Background: an optimization exercise with open tools, aiming at small area, a short achievable clock period and few clock cycles. Do not read the settings as production practice.
Function was checked by simulation only, so behaviour that the tests miss may differ from the original.
Power is estimated from default activity; no workload was simulated.

--- design/flow/flow/run.sh ---
#!/bin/bash
# The standard layout, with the port buffers made of the smallest
# buffer cell (sky130_fd_sc_hd__buf_1) instead of the one buffer_ports
# picks by itself; every input and output port still gets its buffer.
set -euo pipefail
export BUFFER_PORTS_ARGS="-buffer_cell sky130_fd_sc_hd__buf_1"
bash standard.sh > standard_flow.log 2>&1
--- design/flow/standard.sh ---
#!/bin/bash
# synth_recipe.tcl (not shown) runs the flow's synth.tcl, then flattens the netlist and writes it again
# the make line also repeats each setting of config.mk as NAME=value (left out here)
make -C /OpenROAD-flow-scripts/flow DESIGN_CONFIG=/design/flow/config.mk WORK_HOME=/design/flow/orfs CLKGATE_MAP_FILE= SYNTH_SCRIPT=/design/flow/synth_recipe.tcl "${@:-finish}"
--- design/flow/config.mk ---
export PLATFORM = sky130hd
export DESIGN_NAME = ex_unit
export DESIGN_NICKNAME = ex_unit
export VERILOG_FILES = /design/flow/design.v
export SDC_FILE = /design/flow/constraint.sdc
export NUM_CORES = 4
export LEC_CHECK = 0
export ABC_AREA = 1
export CAP_MARGIN = 20
export CORE_MARGIN = 2
export CORE_UTILIZATION = 40
export SETUP_SLACK_MARGIN = 2
export SLEW_MARGIN = 20
--- design/flow/constraint.sdc ---
create_clock -name core_clock -period 7.0 [get_ports {i_clk}]
set_input_delay 1.4000 -clock core_clock [delete_from_list [all_inputs] [get_ports {i_clk}]]
set_output_delay 1.4000 -clock core_clock [all_outputs]
set_load 0.01 [all_outputs]
--- design/flow/design.v ---
`timescale 1ns/1ps
`default_nettype none
module ex_decode (
    input  wire logic [6:0] i_opcode,
    input  wire logic [2:0] i_funct3,
    input  wire logic       i_funct7_b5,
    output logic            o_is_op,
    output logic            o_is_opimm,
    output logic            o_is_lui,
    output logic            o_is_auipc,
    output logic            o_is_jal,
    output logic            o_is_jalr,
    output logic            o_is_br,      
    output logic            o_illegal,
    output logic            o_a_rs1,      
    output logic            o_b_rs2,      
    output logic            o_sub,        
    output logic            o_cmp_imm     
);
    logic br_opc;
    assign o_is_op    = (i_opcode == 7'b0110011);
    assign o_is_opimm = (i_opcode == 7'b0010011);
    assign o_is_lui   = (i_opcode == 7'b0110111);
    assign o_is_auipc = (i_opcode == 7'b0010111);
    assign o_is_jal   = (i_opcode == 7'b1101111);
    assign o_is_jalr  = (i_opcode == 7'b1100111);
    assign br_opc     = (i_opcode == 7'b1100011);
    assign o_is_br    = br_opc && (i_funct3[2:1] != 2'b01);
    assign o_illegal  = !(o_is_op || o_is_opimm || o_is_lui || o_is_auipc ||
                          o_is_jal || o_is_jalr || o_is_br);
    assign o_a_rs1   = !i_opcode[3] && (i_opcode[2] == i_opcode[6]);
    assign o_b_rs2   = i_opcode[5] && !i_opcode[6];
    assign o_sub     = o_b_rs2 && i_funct7_b5;     
    assign o_cmp_imm = !i_opcode[5];
endmodule
`default_nettype wire
`timescale 1ns/1ps
`default_nettype none
module ex_alu (
    input  wire logic             i_a_rs1,
    input  wire logic             i_b_rs2,
    input  wire logic             i_sub,
    input  wire logic             i_cmp_imm,
    input  wire logic [2:0]       i_funct3,
    input  wire logic             i_funct7_b5,
    input  wire logic [32-1:0] i_rs1_val,
    input  wire logic [32-1:0] i_rs2_val,
    input  wire logic [32-1:0] i_pc,
    input  wire logic [32-1:0] i_imm,
    output logic [32-1:0]      o_sum,       
    output logic [32-1:0]      o_shr,       
    output logic [32-1:0]      o_logic,     
    output logic                  o_cond       
);
    logic [32-1:0] a;
    logic [32-1:0] b;
    logic [32-1:0] cb;
    logic             ltu;
    logic             lt;
    logic             eq;
    logic             left;
    logic [32-1:0] sh_in;
    logic             fill;
    assign a = i_a_rs1 ? i_rs1_val : i_pc;
    assign b = i_b_rs2 ? i_rs2_val : i_imm;
    assign o_sum = a + (i_sub ? ~b : b) + 32'(i_sub);
    assign cb  = i_cmp_imm ? i_imm : i_rs2_val;
    assign ltu = (i_rs1_val < cb);
    assign lt  = ltu ^ i_rs1_val[32-1] ^ cb[32-1];
    assign eq  = (i_rs1_val == cb);
    always_comb begin
        case (i_funct3[2:1])
            2'b00:   o_cond = eq ^ i_funct3[0];
            2'b01:   o_cond = i_funct3[0] ? ltu : lt;
            2'b10:   o_cond = lt ^ i_funct3[0];
            default: o_cond = ltu ^ i_funct3[0];
        endcase
    end
    always_comb begin
        left = !i_funct3[2];
        for (int i = 0; i < 32; i++)
            sh_in[i] = left ? i_rs1_val[32-1-i] : i_rs1_val[i];
    end
    assign fill = i_funct7_b5 && i_rs1_val[32-1] && !left;
    ex_shr u_shr (
        .i_val  (sh_in),
        .i_shamt(b[5-1:0]),
        .i_fill (fill),
        .o_val  (o_shr)
    );
    always_comb begin
        case (i_funct3[1:0])
            2'b00:   o_logic = i_rs1_val ^ b;
            2'b10:   o_logic = i_rs1_val | b;
            default: o_logic = i_rs1_val & b;
        endcase
    end
endmodule
module ex_shr (
    input  wire logic [32-1:0]    i_val,
    input  wire logic [5-1:0] i_shamt,
    input  wire logic                i_fill,
    output logic [32-1:0]         o_val
);
    logic [2*32-1:0] ext;
    assign ext   = {{32{i_fill}}, i_val};
    assign o_val = ext[i_shamt +: 32];
endmodule
`default_nettype wire
`timescale 1ns/1ps
`default_nettype none
module ex_branch (
    input  wire logic             i_taken,
    input  wire logic [32-1:0] i_target,    
    input  wire logic [32-1:0] i_pc,
    input  wire logic [32-1:0] i_pred_addr,
    output logic [32-1:0]      o_pc_plus4,
    output logic [32-1:0]      o_next_pc,
    output logic                  o_mispredict
);
    assign o_pc_plus4 = i_pc + 32'(4);
    assign o_next_pc    = i_taken ? i_target : o_pc_plus4;
    assign o_mispredict = i_taken ? (i_target != i_pred_addr) : (o_pc_plus4 != i_pred_addr);
endmodule
`default_nettype wire
`timescale 1ns/1ps
`default_nettype none
module ex_result (
    input  wire logic             i_clk,
    input  wire logic             i_resetn,
    input  wire logic             i_req,
    input  wire logic [32-1:0] i_result,
    input  wire logic             i_rd_we,
    input  wire logic             i_illegal,
    input  wire logic [32-1:0] i_next_pc,
    input  wire logic             i_mispredict,
    output logic                  o_ack,
    output logic [32-1:0]      o_result,
    output logic                  o_rd_we,
    output logic [32-1:0]      o_next_pc,
    output logic                  o_mispredict,
    output logic                  o_illegal
);
    logic             ack_q;
    logic [32-1:0] result_q;
    logic             rd_we_q;
    logic [32-1:0] next_pc_q;
    logic             mispredict_q;
    logic             illegal_q;
    always_ff @(posedge i_clk) begin
        if (!i_resetn) ack_q <= 1'b0;
        else           ack_q <= i_req;
    end
    always_ff @(posedge i_clk) begin
        if (!ack_q) begin
            result_q     <= i_result;
            rd_we_q      <= i_rd_we;
            next_pc_q    <= i_next_pc;
            mispredict_q <= i_mispredict;
            illegal_q    <= i_illegal;
        end
    end
    assign o_ack        = ack_q;
    assign o_result     = result_q;
    assign o_rd_we      = rd_we_q;
    assign o_next_pc    = next_pc_q;
    assign o_mispredict = mispredict_q;
    assign o_illegal    = illegal_q;
endmodule
`default_nettype wire
`timescale 1ns/1ps
`default_nettype none
module ex_unit (
    input  wire logic             i_clk,
    input  wire logic             i_resetn,
    input  wire logic             i_req,
    input  wire logic [6:0]       i_opcode,
    input  wire logic [2:0]       i_funct3,
    input  wire logic             i_funct7_b5,
    input  wire logic [32-1:0] i_rs1_val,
    input  wire logic [32-1:0] i_rs2_val,
    input  wire logic [32-1:0] i_pc,
    input  wire logic [32-1:0] i_imm,
    input  wire logic [32-1:0] i_pred_addr,
    output wire logic             o_ack,
    output wire logic [32-1:0] o_result,
    output wire logic             o_rd_we,
    output wire logic [32-1:0] o_next_pc,
    output wire logic             o_mispredict,
    output wire logic             o_illegal
);
    logic             is_op;
    logic             is_opimm;
    logic             is_lui;
    logic             is_auipc;
    logic             is_jal;
    logic             is_jalr;
    logic             is_br;
    logic             illegal;
    logic             a_rs1;
    logic             b_rs2;
    logic             sub;
    logic             cmp_imm;
    logic [32-1:0] sum;
    logic [32-1:0] shr;
    logic [32-1:0] logic_out;
    logic             cond;
    logic             taken;
    logic [32-1:0] pc_plus4;
    logic [32-1:0] next_pc;
    logic             mispredict;
    logic             alu;
    logic             sel_sum;
    logic             sel_sll;
    logic             sel_srl;
    logic             sel_logic;
    logic             sel_cond;
    logic [32-1:0] result;
    ex_decode u_decode (
        .i_opcode   (i_opcode),
        .i_funct3   (i_funct3),
        .i_funct7_b5(i_funct7_b5),
        .o_is_op    (is_op),
        .o_is_opimm (is_opimm),
        .o_is_lui   (is_lui),
        .o_is_auipc (is_auipc),
        .o_is_jal   (is_jal),
        .o_is_jalr  (is_jalr),
        .o_is_br    (is_br),
        .o_illegal  (illegal),
        .o_a_rs1    (a_rs1),
        .o_b_rs2    (b_rs2),
        .o_sub      (sub),
        .o_cmp_imm  (cmp_imm)
    );
    ex_alu u_alu (
        .i_a_rs1    (a_rs1),
        .i_b_rs2    (b_rs2),
        .i_sub      (sub),
        .i_cmp_imm  (cmp_imm),
        .i_funct3   (i_funct3),
        .i_funct7_b5(i_funct7_b5),
        .i_rs1_val  (i_rs1_val),
        .i_rs2_val  (i_rs2_val),
        .i_pc       (i_pc),
        .i_imm      (i_imm),
        .o_sum      (sum),
        .o_shr      (shr),
        .o_logic    (logic_out),
        .o_cond     (cond)
    );
    assign taken = is_jal || is_jalr || (is_br && cond);
    ex_branch u_branch (
        .i_taken     (taken),
        .i_target    (sum),
        .i_pc        (i_pc),
        .i_pred_addr (i_pred_addr),
        .o_pc_plus4  (pc_plus4),
        .o_next_pc   (next_pc),
        .o_mispredict(mispredict)
    );
    assign alu       = is_op || is_opimm;
    assign sel_sum   = (alu && i_funct3 == 3'b000) || is_auipc;
    assign sel_sll   = alu && i_funct3 == 3'b001;
    assign sel_srl   = alu && i_funct3 == 3'b101;
    assign sel_logic = alu && i_funct3[2] && i_funct3 != 3'b101;
    assign sel_cond  = (alu && i_funct3[2:1] == 2'b01) || is_br;
    always_comb begin
        for (int i = 0; i < 32; i++)
            result[i] = (sel_sum   && sum[i])            ||
                        (sel_sll   && shr[32-1-i])    ||
                        (sel_srl   && shr[i])            ||
                        (sel_logic && logic_out[i])      ||
                        (is_lui    && i_imm[i])          ||
                        ((is_jal || is_jalr) && pc_plus4[i]);
        result[0] = result[0] || (sel_cond && cond);
    end
    ex_result u_result (
        .i_clk       (i_clk),
        .i_resetn    (i_resetn),
        .i_req       (i_req),
        .i_result    (result),
        .i_rd_we     (!illegal && !is_br),
        .i_illegal   (illegal),
        .i_next_pc   (next_pc),
        .i_mispredict(mispredict),
        .o_ack       (o_ack),
        .o_result    (o_result),
        .o_rd_we     (o_rd_we),
        .o_next_pc   (o_next_pc),
        .o_mispredict(o_mispredict),
        .o_illegal   (o_illegal)
    );
endmodule
`default_nettype wire
==> results.cfg <==
[route]
route.top_layer_used = met5
wl_met1_mm = 28.8
initialDrtViolationCount = 2279
viasPerCell = 5.93
postRouteAntennaNets = 0
wirelength_mm = 66.2
met2_length_mm = 27.1
routedWlPerCell_um = 24.9
first_pass_iters = 6
drc = 0
wl_met3_mm = 6.77
num_vias = 15800

[power_and_ir_drop]
vdd_drop_max_v = 0.000116
p_leak_nw = 7.10
total_power_w = 0.00225
power_density_nw_per_um2 = 151

[global_route]
grt_pass1_vias = 14500
grt_max_degree = 68
grt_pass1_wl_mm = 94.6
overflow = 0
grtUsageTotal_pct = 38.9
antenna_found_initial = 1

[timing]
fmax_mhz = 200
final_max_slew_viol_count = 0
min_period_over_period_pct = 71.3
worstMarginPinSlew_ns = 0.977
rsz0062_at_grt = yes
hold_violations = 0
setup_viol = 0
tns_ns = 0
hold_slack_ns = 1.02
min_period_ns = 4.99
skew_ns = 0.00896
slew_headroom_pct = 34.8

[yosys]
synth_edf_count = 67
async_flop_share_pct = 0
synth_seq_area_share_pct = 16.3
synthCells = 2037
synth-seq-cells = 68
synth.distinct_cells = 69
synth_nets = 2339
syn_avg_cell_area_sq_um = 6.14
yosys_warnings = 3
synth_flop_cell = edfxtp_1
synth.cell_area_sq_um = 12500

[floorplan]
die_area_sq_um = 32700
coreArea_sq_um = 30700
num_rows = 64
start_util_pct = 40.8
fp.dieH_um = 181
io_pins = 242
die_w_um = 181

[clock_tree]
cts_hold_buf = 0
h-tree-depth = 3
clockBufferDepth = 2
cts-root-buf = clkbuf_16
clkLatencyLatePin_ns = 0.34
tritoncts = built
cts.reportedPaths.clkPinSlew_ns = 0.06
cts_buffers = 9
clkSinkCount = 68

[setup_path]
cp_common_cell = o21ai_0
worstSetupPathType = in -> reg
cp_data_required_time_ns = 7.00
max_stage_delay_ns = 0.45
critical_path.top_delay_family = compound AO/OA/AOI/OAI gates
arrival_ns = 4.99
cp.buffers_inverters = 5
worstPathCellList = clkbuf_4 > inv_4 > nand2_8 > buf_12 > buf_8 > nand2_1 > nand2_2 > buf_4 > o21ai_0 > nand2_1 > o21ai_0 > mux2i_1 > o21ai_1 > o21ai_0 > nor2_1 > a211oi_1 > o21ai_0
cp-start-kind = primary input
path_max_fanout = 44
endpoint_kind = flop
cp_slowest_cell = a211oi_1

[placed_design]
portBuffers = 241
place_congestion = 1.01
hpwl_mm = 54.4
post_dp_cell_area_sq_um = 13800

[layout]
fin_util_pct = 48.6
n_antenna_cell = 0
final_cell_area_sq_um = 14900
area_growth_syn_to_layout_pct = 19.3
final_nets = 2560
drive_gt1_share_pct = 8.79

[min_path]
hold_path.class = reg -> reg

[status]
status = no timing/DRC/antenna violations

[flow_run]
max_cap_viol_count = 0
[where the power goes]
group / switching [W] / internal, W / total, W / leakage [nW]
Clock: 0.000180 / 0.000277 / 0.000457 / 0.150
Sequential: 0.00000571 / 0.000470 / 0.000476 / 0.751
Combinational: 0.000916 / 0.000399 / 0.00132 / 6.19
Total: 0.00110 / 0.00115 / 0.00225 / 7.10
[flip-flops by register name, summed over array words and instances, names as in the netlist]
name and count:
u_result.mispredict_q 1, u_result.result_q 32, u_result.rd_we_q 1, u_result.illegal_q 1
u_result.next_pc_q 32, u_result.ack_q 1
[cell usage after synthesis (21+ instances only)]
cell type / number / area share, %
nand3_1: 82 / 3.3
nand3b_1: 21 / 1.3
edfxtp_1: 67 / 16
inv_1: 263 / 7.9
o22ai_1: 30 / 1.5
clkbuf_1: 63 / 1.9
o21ai_1: 53 / 2.1
o21ai_0: 227 / 9.1
nand2_1: 592 / 18
xor2_1: 48 / 3.4
ha_1: 127 / 13
a21oi_1: 93 / 3.7
nor2_1: 111 / 3.3
[layer usage]
metal / vias up / global-route usage [%]
met5: - / 0
met4: 2 / 18.2
met3: 150 / 5.28
met2: 1018 / 57.7
met1: 7303 / 55.6
li1: 7304 / -
[worst min-delay path, cell delays in order (launching register included)]
cell,delay [ns]
dfxtp_1,0.35
inv_2,0.04
buf_4,0.36
[cell type report]
class	count	area, sq um
inverters	277	1060
clock inverters	7	75.1
well taps	396	495
flip-flops and latches	68	2030
repair buffers	297	1550
clock buffers	9	225
multi-input cells	1605	9490
fillers	3314	15800
[timing repair]
action	CTS	global route
buffers inserted	12	11
pin swaps	12	15
hold endpoints to repair	0	0
setup endpoints to repair	38	10
gates cloned	6	1
resized for setup	44	80
[through the flow]
| stage | setup WS, ns | std cells |
|---|---|---|
| finish | 2.01 | 2659 |
| global route | 1.83 | 2659 |
| CTS | 2.00 | 2647 |
| detailed placement | 0.901 | 2613 |
| global placement | 0.909 | 2613 |
| floorplan | 2.09 | 2037 |
[cells by family (layout without fill, tap and decap cells)]
family / after synthesis / after routing / synth area share [%]
multiplexers: 9 / 9 / 0.721
AND/OR/NAND/NOR: 878 / 881 / 30.0
buffers and inverters: 367 / 590 / 11.4
flip-flops: 68 / 68 / 16.3
XOR/XNOR: 59 / 59 / 4.19
adder cells (fa/ha/maj): 128 / 128 / 12.9
AO/OA/AOI/OAI: 528 / 528 / 24.6
[final timing paths]
check | start | end | slack, ns | depth (start not counted)
hold reg to reg | u_result.ack_q$_SDFF_PN0_ | u_result.illegal_q$_DFFE_PN_ | 1.02 | 2
setup reg to reg | u_result.ack_q$_SDFF_PN0_ | u_result.next_pc_q[30]$_DFFE_PN_ | 5.56 | 2
hold / removal | u_result.ack_q$_SDFF_PN0_ | u_result.illegal_q$_DFFE_PN_ | 1.02 | 2
setup / recovery | i_opcode[6] | u_result.result_q[15]$_DFFE_PN_ | 2.01 | 17
[cells in the final DEF (no fill, tap or decap), drive strengths merged, types with 15 or more instances in the layout]
cell type,n
o22ai,30
buf,291
edfxtp,67
a21oi,94
o211ai,15
nor2,115
nand2,602
nand3b,22
nand3,88
xor2,49
ha,127
inv,273
o221ai,16
nand4,16
o21ai,288
a221oi,17
Testbench counts, summed over its fixed seeds: cycles 48,000.

-- port drivers added, routing unchanged --
The flow's constraints put no driver on any port. The routed layout listed below was extracted and timed again, unchanged, in two steps.
Step 1 (the two cells are an assumption about what drives the block):
set clk [get_ports {i_clk}]
set_driving_cell -lib_cell sky130_fd_sc_hd__clkbuf_16 $clk
set_driving_cell -lib_cell sky130_fd_sc_hd__buf_2 [delete_from_list [all_inputs] $clk]
Step 2 adds t to the input delays and takes it off the output delays; t is the mean of the earliest and latest rising clock arrival at the registers after step 1. Input paths then give back, and output paths get back, about the clock's delay inside the block.
a / b / c = ideal / step 1 / step 2; a / b = the first two.
shift t [ns]: 0.370
slack for setup (ns): 2.010 / 2.021 / 1.651
worst setup path at the end: input to register
slew at the worst register clock pin (ns): 0.07 / 0.07
cell pins on the clock port's net: 1
After both steps this run still meets setup and hold. The setup slack of this run moves by +0.011 ns with the drivers and by -0.359 ns with both steps.
